From an optimization exercise on the open Yosys and OpenROAD flow, aimed at small area and a short achievable clock period; shortcuts taken in it are not production practice. Only simulation tests tie the RTL to the original design; equivalence was not proved. No driver is modelled on the clock port, so clocking that relies on it looks cheaper here than on a real chip. Power figures rest on the tool's default switching activity, not on a simulated workload.

## job 4417
// fir_tap_regfile
module fir_tap_regfile
#(
   parameter int WIDTH  = fir_rf_pkg::DEF_WIDTH,
   parameter int DEPTH  = fir_rf_pkg::DEF_DEPTH,
   parameter int NCH    = fir_rf_pkg::DEF_NCH,
   parameter int ADDR_W = $clog2(DEPTH),
   parameter int CH_W   = (NCH > 1) ? $clog2(NCH) : 1
) (
   input  logic                    clk2,
   input  logic                    rst,
   input  logic                    wen,
   input  logic                    wmode,
   input  logic [CH_W-1:0]         wch,
   input  logic [ADDR_W-1:0]       waddr,
   input  logic signed [WIDTH-1:0] din,
   input  logic                    ren,
   input  logic                    rmode,
   input  logic [CH_W-1:0]         rch,
   input  logic [ADDR_W-1:0]       raddr,
   output logic signed [WIDTH-1:0] dout,
   output logic                    dout_vld,
   input  logic                    clr,
   input  logic [CH_W-1:0]         clr_ch,
   output logic [NCH-1:0]          full
);
For scale: about 9300 cells after synthesis, about 4300 flip-flops, ~160000 um^2 of cells after synthesis.
Settings: LEC_CHECK=0, CAP_MARGIN=20, CORE_MARGIN=2, CORE_UTILIZATION=65, GPL_TIMING_DRIVEN=0, PLACE_DENSITY=0.75, SETUP_SLACK_MARGIN=2.6, SLEW_MARGIN=20, SYNTH_HIERARCHICAL=1, SYNTH_MEMORY_MAX_BITS=8192, TNS_END_PERCENT=20; clock period 5.0 ns.
standard.sh (not shown) runs the stock make flow with config.mk's settings and CLKGATE_MAP_FILE= SYNTH_SCRIPT=/design/flow/synth_recipe.tcl, a recipe that flattens the netlist after the stock synthesis.
==> flow/flow/run.sh <==
#!/bin/bash
# Layout flow: the standard ORFS flow (standard.sh) with these changes:
# - port buffers of a fast, resizable buffer cell (buf_4);
# - the delay cells (clkdlybuf4s*, dlygate*, dlymetal*) kept out of buffering,
#   on top of the platform's own don't-use list;
# - a clock tree of clkbuf_16 cells over sink clusters of at most 25 flops,
#   without dummy loads;
# - before CTS, flow/hook.tcl upsizes the drivers of the read tree's long nets.
# Each tool's full output stays in orfs/logs; make's own output goes to
# flow_make.log in this folder.
set -euo pipefail
cd "$(dirname "$0")/.."
bash standard.sh \
   "BUFFER_PORTS_ARGS=-buffer_cell sky130_fd_sc_hd__buf_4" \
   "DONT_USE_CELLS=sky130_fd_sc_hd__probe_p_8 sky130_fd_sc_hd__probec_p_8 sky130_fd_sc_hd__lpflow_bleeder_1 sky130_fd_sc_hd__lpflow_clkbufkapwr_1 sky130_fd_sc_hd__lpflow_clkbufkapwr_16 sky130_fd_sc_hd__lpflow_clkbufkapwr_2 sky130_fd_sc_hd__lpflow_clkbufkapwr_4 sky130_fd_sc_hd__lpflow_clkbufkapwr_8 sky130_fd_sc_hd__lpflow_clkinvkapwr_1 sky130_fd_sc_hd__lpflow_clkinvkapwr_16 sky130_fd_sc_hd__lpflow_clkinvkapwr_2 sky130_fd_sc_hd__lpflow_clkinvkapwr_4 sky130_fd_sc_hd__lpflow_clkinvkapwr_8 sky130_fd_sc_hd__lpflow_decapkapwr_12 sky130_fd_sc_hd__lpflow_decapkapwr_3 sky130_fd_sc_hd__lpflow_decapkapwr_4 sky130_fd_sc_hd__lpflow_decapkapwr_6 sky130_fd_sc_hd__lpflow_decapkapwr_8 sky130_fd_sc_hd__lpflow_inputiso0n_1 sky130_fd_sc_hd__lpflow_inputiso0p_1 sky130_fd_sc_hd__lpflow_inputiso1n_1 sky130_fd_sc_hd__lpflow_inputiso1p_1 sky130_fd_sc_hd__lpflow_inputisolatch_1 sky130_fd_sc_hd__lpflow_isobufsrc_1 sky130_fd_sc_hd__lpflow_isobufsrc_16 sky130_fd_sc_hd__lpflow_isobufsrc_2 sky130_fd_sc_hd__lpflow_isobufsrc_4 sky130_fd_sc_hd__lpflow_isobufsrc_8 sky130_fd_sc_hd__lpflow_isobufsrckapwr_16 sky130_fd_sc_hd__lpflow_lsbuf_lh_hl_isowell_tap_1 sky130_fd_sc_hd__lpflow_lsbuf_lh_hl_isowell_tap_2 sky130_fd_sc_hd__lpflow_lsbuf_lh_hl_isowell_tap_4 sky130_fd_sc_hd__lpflow_lsbuf_lh_isowell_4 sky130_fd_sc_hd__lpflow_lsbuf_lh_isowell_tap_1 sky130_fd_sc_hd__lpflow_lsbuf_lh_isowell_tap_2 sky130_fd_sc_hd__lpflow_lsbuf_lh_isowell_tap_4 sky130_fd_sc_hd__clkdlybuf4s15_1 sky130_fd_sc_hd__clkdlybuf4s15_2 sky130_fd_sc_hd__clkdlybuf4s18_1 sky130_fd_sc_hd__clkdlybuf4s18_2 sky130_fd_sc_hd__clkdlybuf4s25_1 sky130_fd_sc_hd__clkdlybuf4s25_2 sky130_fd_sc_hd__clkdlybuf4s50_1 sky130_fd_sc_hd__clkdlybuf4s50_2 sky130_fd_sc_hd__dlygate4sd1_1 sky130_fd_sc_hd__dlygate4sd2_1 sky130_fd_sc_hd__dlygate4sd3_1 sky130_fd_sc_hd__dlymetal6s2s_1 sky130_fd_sc_hd__dlymetal6s4s_1 sky130_fd_sc_hd__dlymetal6s6s_1" \
   "PRE_CTS_TCL=$PWD/flow/hook.tcl" \
   "CTS_ARGS=-sink_clustering_enable -repair_clock_nets -dont_use_dummy_load -root_buf sky130_fd_sc_hd__clkbuf_16 -buf_list sky130_fd_sc_hd__clkbuf_16 -sink_clustering_size 25 -sink_clustering_max_diameter 70" \
   finish > flow_make.log 2>&1
==> flow/flow/hook.tcl <==
# Pre-CTS hook: upsize the drivers of the read tree's long nets, which the
# synthesized netlist leaves at the smallest sizes. Nets are found by name:
# the OR tree's levels g_bit[b].g16_n, .g64 and .g128_n, dout_d[b] (the
# final NAND3); the read one-hots (g_rsel[w].u_rsel.a0/a1 for the low
# halves, u_hi0.y / u_hi1.y for the high halves), each of which runs to eight
# word-select gates across the channel's words, and the word selects
# g_rsel[w].u_rsel.y (sixteen loads each); and the write side's word enables
# (g_ch[c].g_word[a].u_we.y, sixteen enable pins each) and the channel
# one-hots that feed them (u_we.a / u_we.b); and the per-channel write and
# read enables (wsel_c, rsel_c), and kill_n (the output stage's drop).
proc my_resize {inst suffix} {
  set ref [get_property $inst ref_name]
  if {![regexp {^(sky130_fd_sc_hd__[a-z0-9]+)_[0-9]+$} $ref -> fam]} { return 0 }
  set new "${fam}_$suffix"
  if {$new eq $ref || [llength [get_lib_cells -quiet */$new]] == 0} { return 0 }
  replace_cell $inst [get_lib_cells */$new]
  return 1
}
proc my_drivers {netpat} {
  set insts {}
  foreach net [get_nets -quiet $netpat] {
    foreach p [get_pins -quiet -of_objects $net -filter "direction==output"] {
      lappend insts [get_cells -of_objects $p]
    }
  }
  return $insts
}
proc my_upsize {netpat suffix} {
  set n 0
  foreach inst [my_drivers $netpat] { incr n [my_resize $inst $suffix] }
  puts "my_upsize $netpat -> $suffix: $n"
}
proc my_upsize_fanin {netpat suffix} {
  set n 0
  foreach inst [my_drivers $netpat] {
    foreach ip [get_pins -of_objects $inst -filter "direction==input"] {
      foreach dp [get_pins -quiet -of_objects [get_nets -of_objects $ip] -filter "direction==output"] {
        set di [get_cells -of_objects $dp]
        if {[string match "*a22oi*" [get_property $di ref_name]]} { incr n [my_resize $di $suffix] }
      }
    }
  }
  puts "my_upsize_fanin $netpat -> $suffix: $n"
}
my_upsize {g_bit*.g8*} 2
my_upsize {g_bit*.g16_n*} 2
my_upsize {g_bit*.g64*} 4
my_upsize {g_bit*.g128_n*} 4
my_upsize {dout_d*} 2
my_upsize {g_rsel*.u_rsel.a*} 4
my_upsize {*u_hi0.y} 4
my_upsize {*u_hi1.y} 4
my_upsize {g_rsel*.u_rsel.y} 2
my_upsize {*g_word*.u_we.y} 2
my_upsize {*g_word*.u_we.a} 4
my_upsize {*g_word*.u_we.b} 4
my_upsize {*wsel_c*} 4
my_upsize {*rsel_c*} 4
my_upsize {kill_n} 4
# The flip-flops behind the output ports drive a wire to the port's buffer.
set n 0
foreach port [get_ports -quiet * -filter "direction==output"] {
  foreach bp [get_pins -quiet -of_objects [get_nets -quiet [get_full_name $port]] -filter "direction==output"] {
    set buf [get_cells -of_objects $bp]
    foreach ip [get_pins -of_objects $buf -filter "direction==input"] {
      foreach dp [get_pins -quiet -of_objects [get_nets -of_objects $ip] -filter "direction==output"] {
        incr n [my_resize [get_cells -of_objects $dp] 4]
      }
    }
  }
}
puts "my_upsize output flops -> 4: $n"
--- input diff job 4417..job 1530 ---
# job 4417
export LEC_CHECK = 0
export CAP_MARGIN = 20
export CORE_MARGIN = 2
export CORE_UTILIZATION = 65
export GPL_TIMING_DRIVEN = 0
export PLACE_DENSITY = 0.75
export SETUP_SLACK_MARGIN = 2.6
export SLEW_MARGIN = 20
export SYNTH_HIERARCHICAL = 1
export SYNTH_MEMORY_MAX_BITS = 8192
export TNS_END_PERCENT = 20
create_clock -name core_clock -period 5.0 [get_ports {clk2}]
# job 1530
export LEC_CHECK = 0
export CAP_MARGIN = 20
export CORE_MARGIN = 2
export CORE_UTILIZATION = 65
export GPL_TIMING_DRIVEN = 0
export PLACE_DENSITY = 0.75
export SETUP_SLACK_MARGIN = 2.6
export SLEW_MARGIN = 20
export SYNTH_HIERARCHICAL = 1
export SYNTH_MEMORY_MAX_BITS = 8192
export TNS_END_PERCENT = 10
create_clock -name core_clock -period 5.0 [get_ports {clk2}]
diff --git a/flow/flow/hook.tcl b/flow/flow/hook.tcl
--- a/flow/flow/hook.tcl
+++ b/flow/flow/hook.tcl
@@ -44,3 +44,2 @@
 }
-my_upsize {g_bit*.g8*} 2
 my_upsize {g_bit*.g16_n*} 2
### Flow results
Critical-path cell with the highest stage delay: o21ai_4 -> job 1530, and3_2 -> job 4417
Going from job 4417 to job 1530, the maximum number of pins on one net before global-route repair was found to have gone down by 0.81%.
Job 1530 gives more max-slew headroom at the worst pin than job 4417 did.
Delta (job 1530 minus job 4417): number of vias per cell after detailed routing about even; cell count increased about 1.8%.
In job 1530 relative to job 4417, first-pass GRT wire length had gone up by a few percent.
Input-level comparison between job 9530 and job 1530:
# job 1530
export LEC_CHECK = 0
export CAP_MARGIN = 20
export CORE_MARGIN = 2
export CORE_UTILIZATION = 65
export GPL_TIMING_DRIVEN = 0
export PLACE_DENSITY = 0.75
export SETUP_SLACK_MARGIN = 2.6
export SLEW_MARGIN = 20
export SYNTH_HIERARCHICAL = 1
export SYNTH_MEMORY_MAX_BITS = 8192
export TNS_END_PERCENT = 10
create_clock -name core_clock -period 5.0 [get_ports {clk2}]
# job 9530
export LEC_CHECK = 0
export CAP_MARGIN = 20
export CORE_MARGIN = 2
export CORE_UTILIZATION = 70
export GPL_TIMING_DRIVEN = 1
export PLACE_DENSITY = 0.8
export SETUP_SLACK_MARGIN = 2.6
export SLEW_MARGIN = 20
export SYNTH_HIERARCHICAL = 1
export SYNTH_MEMORY_MAX_BITS = 8192
export TNS_END_PERCENT = 10
create_clock -name core_clock -period 5.0 [get_ports {clk2}]
diff --git a/flow/flow/hook.tcl b/flow/flow/hook.tcl
--- a/flow/flow/hook.tcl
+++ b/flow/flow/hook.tcl
@@ -44,2 +44,3 @@
 }
+my_upsize {g_bit*.g8*} 2
 my_upsize {g_bit*.g16_n*} 2
Results
[job 9530] sequential share of layout area fell 0.98 points relative to job 1530
Relative to job 1530, number of cells traversed by the worst hold path increased by 1 in job 9530.
Higher summed area of non-filler cells in the final layout was reported by job 9530, not job 1530.
Register-to-register slack on job 9530 is behind job 1530.
Comparing non-clock buffer count for job 1530 and job 9530, the smaller number came from job 1530.
Reported for job 1530 and job 9530, final count of negative-setup-slack endpoints turned out identical to the last digit.
Wire: job 9530 routes more than job 1530
Comparing job 1530 and job 9530, the lower clock network power share was measured on job 9530.
Depth of the worst register-to-register path, job 1530 and job 9530, higher one = job 9530.
Per the comparison of job 9530 with job 1530, quantity of I/O buffers inserted on ports rose 5, final cell utilization of the core rose 7.1 points.

[what the ideal ports hide]
How much do the figures lean on ideal ports? The routed layouts below were timed once more, with nothing changed but the port constraints. Step 1 sets driving cells, clkbuf_16 on the clock port and buf_2 on the other inputs (assumed; they add their load-dependent delay and slew). Step 2 moves the port delays by t, midway between the first and last clock arrival at a register: inputs arrive t later, outputs are due t later. That takes back most of the time a late clock gives input paths. a / b / c = no drivers / after step 1 / after step 2; a / b = the first two.
run	t (ns)	slack for setup (ns)	worst setup path after step 2	slew at the worst register clock pin (ns)
job 4417	0.944	1.464 / 1.390 / 0.446	input to register	0.10 / 0.10
job 1530	0.970	1.455 / 1.178 / 0.209	input to register	0.11 / 0.11
job 9530	0.964	1.376 / 1.147 / 0.184	input to register	0.10 / 0.10
After both steps every run listed still meets setup and hold. For job 1530, which loses most, drivers alone change the setup slack by -0.277 ns; drivers and shift together by -1.246 ns.
